From an optimization exercise on the open Yosys and OpenROAD flow, aimed at small area, a short achievable clock period and few clock cycles per item; shortcuts taken in it are not production practice. RTL that was checked went through simulation tests only; none was proved equivalent to the original.

## main
==> flow/design.v <==
package fspt_pkg;
	localparam int unsigned TICK_W  = 32;
	localparam int unsigned FRAME_W = 16;
	localparam int unsigned LOSS_W  = 8;
	localparam int unsigned LIMIT_W = TICK_W + LOSS_W;
	localparam logic [LOSS_W-1:0] LOSS_FRAMES_RESET = LOSS_W'(3);
	localparam logic REQ_CAPTURE = 1'b0;
	localparam logic REQ_POLL    = 1'b1;
	typedef struct packed {
		logic              req_type;
		logic [TICK_W-1:0] tick_value;
	} fspt_in_t;
	typedef struct packed {
		logic [FRAME_W-1:0] frame_count;
		logic [TICK_W-1:0]  last_capture;
		logic [TICK_W-1:0]  period_estimate;
		logic               in_sync;
		logic               sync_dropped;
	} fspt_out_t;
endpackage
module frame_sync_period_tracker (
	input  logic                                  clk,
	input  logic                                  arst_n,
	input  logic                                  cfg_we,
	input  logic [fspt_pkg::LOSS_W-1:0]           cfg_wdata,
	input  logic                                  in_valid,
	output logic                                  in_ready,
	input  fspt_pkg::fspt_in_t                    in_item,
	output logic                                  out_valid,
	input  logic                                  out_ready,
	output fspt_pkg::fspt_out_t                   out_item
);
	localparam int unsigned TW = fspt_pkg::TICK_W;
	logic                            h_valid;
	logic                            h_poll;
	logic [TW-1:0]                   h_tick;
	logic                            k_valid;
	logic                            k_poll;
	logic [TW-1:0]                   k_tick;
	logic                            out_valid_q;
	logic                            dropped_q;
	logic [fspt_pkg::LOSS_W-1:0]     loss_q;
	logic [fspt_pkg::FRAME_W-1:0]    frame_q;
	logic [TW-1:0]                   prev_q;
	logic [TW-1:0]                   period_q;
	logic                            locked_q;
	logic                            base_q;
	logic [TW:0]                     acc_q;      
	logic [2:0]                      idx_q;      
	logic                            exact_q;
	logic                            accept;
	logic                            slot_free;
	logic                            wait_poll;
	logic                            advance;
	logic                            is_cap;
	logic                            is_poll;
	assign in_ready  = !k_valid;
	assign accept    = in_valid && !k_valid;
	assign slot_free = !out_valid_q || out_ready;
	assign is_cap    = h_valid && !h_poll && slot_free;
	assign is_poll   = h_valid && h_poll && slot_free && !wait_poll;
	assign advance   = is_cap || is_poll;
	assign out_valid = out_valid_q;
	assign out_item.frame_count     = frame_q;
	assign out_item.last_capture    = prev_q;
	assign out_item.period_estimate = period_q;
	assign out_item.in_sync         = locked_q;
	assign out_item.sync_dropped    = dropped_q;
	always_ff @(posedge clk or negedge arst_n) begin
		if (!arst_n) begin
			h_valid <= 1'b0;
			k_valid <= 1'b0;
		end else begin
			if (advance || !h_valid)
				h_valid <= k_valid || accept;
			if (advance)
				k_valid <= 1'b0;
			else if (h_valid && accept)
				k_valid <= 1'b1;
		end
	end
	always_ff @(posedge clk) begin
		if (advance || !h_valid) begin
			if (k_valid) begin
				h_poll <= k_poll;
				h_tick <= k_tick;
			end else begin
				h_poll <= in_item.req_type;
				h_tick <= in_item.tick_value;
			end
		end
		if (!k_valid) begin
			k_poll <= in_item.req_type;
			k_tick <= in_item.tick_value;
		end
	end
	logic [TW-1:0]                   interval;
	logic                            no_wrap;    
	fspt_add #(.W(TW)) u_interval (.a(h_tick), .b(~prev_q), .cin(1'b1), .sum(interval), .cout(no_wrap));
	logic                            borrow;
	logic [TW-1:0]                   e_a, e_b, e_c, e_d;
	logic [TW-1:0]                   e_s1, e_c1, e_s2, e_c2;
	logic [TW-1:0]                   ema;
	assign borrow = h_tick[1:0] < prev_q[1:0];
	assign e_a  = period_q;
	assign e_b  = ~(period_q >> 2);
	assign e_c  = ~(prev_q >> 2);
	assign e_d  = {1'b0, !no_wrap, h_tick[TW-1:2]};   
	assign e_s1 = e_a ^ e_b ^ e_c;
	assign e_c1 = {((e_a & e_b) | (e_a & e_c) | (e_b & e_c)), 1'b0};
	assign e_s2 = e_s1 ^ e_c1 ^ e_d;
	assign e_c2 = {((e_s1 & e_c1) | (e_s1 & e_d) | (e_c1 & e_d)), !borrow};
	logic                            ema_co;
	fspt_add #(.W(TW)) u_ema (.a(e_s2), .b(e_c2), .cin(1'b1), .sum(ema), .cout(ema_co));
	logic [TW-1:0]                   th;
	logic [TW+1:0]                   w_s, w_c, w;
	logic                            ge;
	logic                            loss_zero;
	logic                            can_drop;
	logic                            drop_now;
	assign th     = acc_q[TW-1:0];
	assign w_s    = {2'b00, h_tick ^ ~prev_q ^ ~th};
	assign w_c    = {1'b0, ((h_tick & ~prev_q) | (h_tick & ~th) | (~prev_q & ~th)), 1'b0};
	logic [TW-2:0]                   w_lo;
	logic                            w_co;
	fspt_add #(.W(TW-1)) u_w (.a(w_s[TW-1:1]), .b(w_c[TW-1:1]), .cin(1'b1), .sum(w_lo), .cout(w_co));
	assign w      = {w_c[TW] & w_co, w_c[TW] ^ w_co, w_lo, w_s[0]};
	assign ge     = !acc_q[TW] && (no_wrap ? w[TW+1] : (w[TW+1] || w[TW]));
	assign loss_zero = loss_q == '0;
	assign can_drop  = locked_q && (period_q != '0);
	assign drop_now  = can_drop && (loss_zero || (ge && exact_q));
	assign wait_poll = h_poll && can_drop && !loss_zero && ge && !exact_q;
	logic [TW-1:0]                   period_d;
	assign period_d = (is_cap && base_q) ? (locked_q ? ema : interval) : period_q;
	logic [2:0]                      top;
	logic [2:0]                      top_new;
	logic [2:0]                      top_rs;
	logic                            restart;
	logic [TW-1:0]                   pm;
	logic [TW+1:0]                   u_s;
	logic                            ovf;
	always_comb begin
		top = 3'd0;
		for (int i = 1; i < 8; i++)
			if (loss_q[i]) top = 3'(i);
		top_new = 3'd0;
		for (int i = 1; i < 8; i++)
			if (cfg_wdata[i]) top_new = 3'(i);
	end
	assign restart = (is_cap && base_q) || cfg_we;
	assign top_rs  = cfg_we ? top_new : top;
	assign pm      = period_q & {TW{loss_q[idx_q]}};
	logic [TW:0]                     u_lo;
	logic                            u_co;
	fspt_add #(.W(TW+1)) u_horner (.a({acc_q[TW-1:0], 1'b0}), .b({1'b0, pm}), .cin(1'b0), .sum(u_lo), .cout(u_co));
	assign u_s     = {u_co, u_lo};
	assign ovf     = acc_q[TW] || u_s[TW+1] || u_s[TW];
	always_ff @(posedge clk or negedge arst_n) begin
		if (!arst_n) begin
			idx_q   <= 3'd0;
			exact_q <= 1'b0;
		end else if (restart) begin
			idx_q   <= top_rs - 3'd1;
			exact_q <= top_rs == 3'd0;
		end else if (!exact_q) begin
			idx_q   <= idx_q - 3'd1;
			exact_q <= idx_q == 3'd0;
		end
	end
	always_ff @(posedge clk) begin
		if (restart) begin
			acc_q <= {1'b0, period_d};
		end else if (!exact_q) begin
			acc_q <= {ovf, u_s[TW-1:0]};
		end
	end
	always_ff @(posedge clk or negedge arst_n) begin
		if (!arst_n) begin
			out_valid_q <= 1'b0;
		end else if (advance) begin
			out_valid_q <= 1'b1;
		end else if (out_ready) begin
			out_valid_q <= 1'b0;
		end
	end
	always_ff @(posedge clk) begin
		if (advance) begin
			dropped_q <= h_poll && drop_now;
		end
	end
	always_ff @(posedge clk or negedge arst_n) begin
		if (!arst_n) begin
			loss_q   <= fspt_pkg::LOSS_FRAMES_RESET;
			frame_q  <= '0;
			prev_q   <= '0;
			period_q <= '0;
			locked_q <= 1'b0;
			base_q   <= 1'b0;
		end else begin
			if (cfg_we) begin
				loss_q <= cfg_wdata;
			end
			period_q <= period_d;
			if (is_cap) begin
				frame_q  <= frame_q + fspt_pkg::FRAME_W'(1);
				prev_q   <= h_tick;
				locked_q <= locked_q || base_q;
				base_q   <= 1'b1;
			end else if (is_poll && drop_now) begin
				locked_q <= 1'b0;
				base_q   <= 1'b0;
			end
		end
	end
endmodule
module fspt_add #(
	parameter int unsigned W = 32
) (
	input  logic [W-1:0] a,
	input  logic [W-1:0] b,
	input  logic         cin,
	output logic [W-1:0] sum,
	output logic         cout
);
	logic [W-1:0] p0, g0, g, p;
	assign p0 = a ^ b;
	assign g0 = a & b;
	always_comb begin
		g = g0;
		p = p0;
		g[0] = g0[0] | (p0[0] & cin);
		for (int l = 0; (1 << l) < W; l++) begin
			for (int j = 0; j < W; j++) begin
				if (((j >> l) & 1) != 0) begin
					g[j] = g[j] | (p[j] & g[((j >> l) << l) - 1]);
					p[j] = p[j] & p[((j >> l) << l) - 1];
				end
			end
		end
	end
	assign sum  = p0 ^ {g[W-2:0], cin};
	assign cout = g[W-1];
endmodule
Settings: LEC_CHECK=0, CAP_MARGIN=20, CORE_MARGIN=2, CORE_UTILIZATION=40, SLEW_MARGIN=20; clock period 8.0 ns.
run.sh (not shown) runs the stock make flow with config.mk's settings and CLKGATE_MAP_FILE= SYNTH_SCRIPT=/design/flow/synth_recipe.tcl, a recipe that flattens the netlist after the stock synthesis.
Testbench counts of main, summed over its fixed seeds: cycles 24,139, items 24,000.
Setup changes, main to the feature branch
--- a/flow/design.v
+++ b/flow/design.v
@@ -95,24 +95,23 @@
 		end
 	end
 	logic [TW-1:0]                   interval;
 	logic                            no_wrap;    
-	fspt_add #(.W(TW)) u_interval (.a(h_tick), .b(~prev_q), .cin(1'b1), .sum(interval), .cout(no_wrap));
+	assign {no_wrap, interval} = {1'b0, h_tick} + {1'b0, ~prev_q} + (TW+1)'(1);
 	logic                            borrow;
 	logic [TW-1:0]                   e_a, e_b, e_c, e_d;
 	logic [TW-1:0]                   e_s1, e_c1, e_s2, e_c2;
 	logic [TW-1:0]                   ema;
 	assign borrow = h_tick[1:0] < prev_q[1:0];
 	assign e_a  = period_q;
 	assign e_b  = ~(period_q >> 2);
 	assign e_c  = ~(prev_q >> 2);
-	assign e_d  = {1'b0, !no_wrap, h_tick[TW-1:2]};   
+	assign e_d  = h_tick >> 2;
 	assign e_s1 = e_a ^ e_b ^ e_c;
 	assign e_c1 = {((e_a & e_b) | (e_a & e_c) | (e_b & e_c)), 1'b0};
 	assign e_s2 = e_s1 ^ e_c1 ^ e_d;
 	assign e_c2 = {((e_s1 & e_c1) | (e_s1 & e_d) | (e_c1 & e_d)), !borrow};
-	logic                            ema_co;
-	fspt_add #(.W(TW)) u_ema (.a(e_s2), .b(e_c2), .cin(1'b1), .sum(ema), .cout(ema_co));
+	assign ema  = e_s2 + e_c2 + TW'(1) + {!no_wrap, 30'd0};
 	logic [TW-1:0]                   th;
 	logic [TW+1:0]                   w_s, w_c, w;
 	logic                            ge;
 	logic                            loss_zero;
@@ -120,12 +119,9 @@
 	logic                            drop_now;
 	assign th     = acc_q[TW-1:0];
 	assign w_s    = {2'b00, h_tick ^ ~prev_q ^ ~th};
 	assign w_c    = {1'b0, ((h_tick & ~prev_q) | (h_tick & ~th) | (~prev_q & ~th)), 1'b0};
-	logic [TW-2:0]                   w_lo;
-	logic                            w_co;
-	fspt_add #(.W(TW-1)) u_w (.a(w_s[TW-1:1]), .b(w_c[TW-1:1]), .cin(1'b1), .sum(w_lo), .cout(w_co));
-	assign w      = {w_c[TW] & w_co, w_c[TW] ^ w_co, w_lo, w_s[0]};
+	assign w      = w_s + w_c + (TW+2)'(2);
 	assign ge     = !acc_q[TW] && (no_wrap ? w[TW+1] : (w[TW+1] || w[TW]));
 	assign loss_zero = loss_q == '0;
 	assign can_drop  = locked_q && (period_q != '0);
 	assign drop_now  = can_drop && (loss_zero || (ge && exact_q));
@@ -149,12 +145,9 @@
 	end
 	assign restart = (is_cap && base_q) || cfg_we;
 	assign top_rs  = cfg_we ? top_new : top;
 	assign pm      = period_q & {TW{loss_q[idx_q]}};
-	logic [TW:0]                     u_lo;
-	logic                            u_co;
-	fspt_add #(.W(TW+1)) u_horner (.a({acc_q[TW-1:0], 1'b0}), .b({1'b0, pm}), .cin(1'b0), .sum(u_lo), .cout(u_co));
-	assign u_s     = {u_co, u_lo};
+	assign u_s     = {1'b0, acc_q[TW-1:0], 1'b0} + {2'b00, pm};
 	assign ovf     = acc_q[TW] || u_s[TW+1] || u_s[TW];
 	always_ff @(posedge clk or negedge arst_n) begin
 		if (!arst_n) begin
 			idx_q   <= 3'd0;
@@ -212,32 +205,4 @@
 			end
 		end
 	end
 endmodule
-module fspt_add #(
-	parameter int unsigned W = 32
-) (
-	input  logic [W-1:0] a,
-	input  logic [W-1:0] b,
-	input  logic         cin,
-	output logic [W-1:0] sum,
-	output logic         cout
-);
-	logic [W-1:0] p0, g0, g, p;
-	assign p0 = a ^ b;
-	assign g0 = a & b;
-	always_comb begin
-		g = g0;
-		p = p0;
-		g[0] = g0[0] | (p0[0] & cin);
-		for (int l = 0; (1 << l) < W; l++) begin
-			for (int j = 0; j < W; j++) begin
-				if (((j >> l) & 1) != 0) begin
-					g[j] = g[j] | (p[j] & g[((j >> l) << l) - 1]);
-					p[j] = p[j] & p[((j >> l) << l) - 1];
-				end
-			end
-		end
-	end
-	assign sum  = p0 ^ {g[W-2:0], cin};
-	assign cout = g[W-1];
-endmodule
Findings:
The feature branch: no failed stages, no open violations at the end. Count of antenna-violating nets left after detailed routing came out exactly the same in the feature branch and main. From main to the feature branch the numbers moved as follows: worst setup slack +130 ps, largest fanout of any net on the critical path rose 14. Per the comparison of the feature branch with main, height of the die has increased, number of stages on the worst setup path fell by 1, design area picked up an extra 0.0027 mm2, via count of the first global-routing pass increased by 2970 relative to the old numbers, final critical-path share of the clock period shows a reduction of 1.6 points. Of the feature branch and main, it is the feature branch that has the higher initial antenna violation count.
No functional check of the RTL was part of the feature branch.

[port drivers added, routing unchanged]
How much do the figures lean on ideal ports? The routed layouts below were timed once more, with nothing changed but the port constraints.
Step 1 (the two cells are an assumption about what drives the block):
set clk [get_ports {clk}]
set_driving_cell -lib_cell sky130_fd_sc_hd__clkbuf_16 $clk
set_driving_cell -lib_cell sky130_fd_sc_hd__buf_2 [delete_from_list [all_inputs] $clk]
Step 2 adds t to the input delays and takes it off the output delays; t is the mean of the earliest and latest rising clock arrival at the registers after step 1. Input paths then give back, and output paths get back, about the clock's delay inside the block.
a / b / c = ideal ports / drivers / drivers and shift; a / b = the first two.
run	t, ns	setup WS [ns]	slew at the worst register clock pin (ns)	worst data-port slew with drivers (ns)	cell pins on the clock port's net
main	0.506	2.707 / 2.707 / 2.707	0.09 / 0.09	0.04	1
the feature branch	0.542	2.838 / 2.838 / 2.809	0.09 / 0.09	0.05	1
After both steps setup and hold are still met in every run listed. The setup slack of the feature branch, which loses most, moves by 0.000 ns with the drivers and by -0.029 ns with both steps.
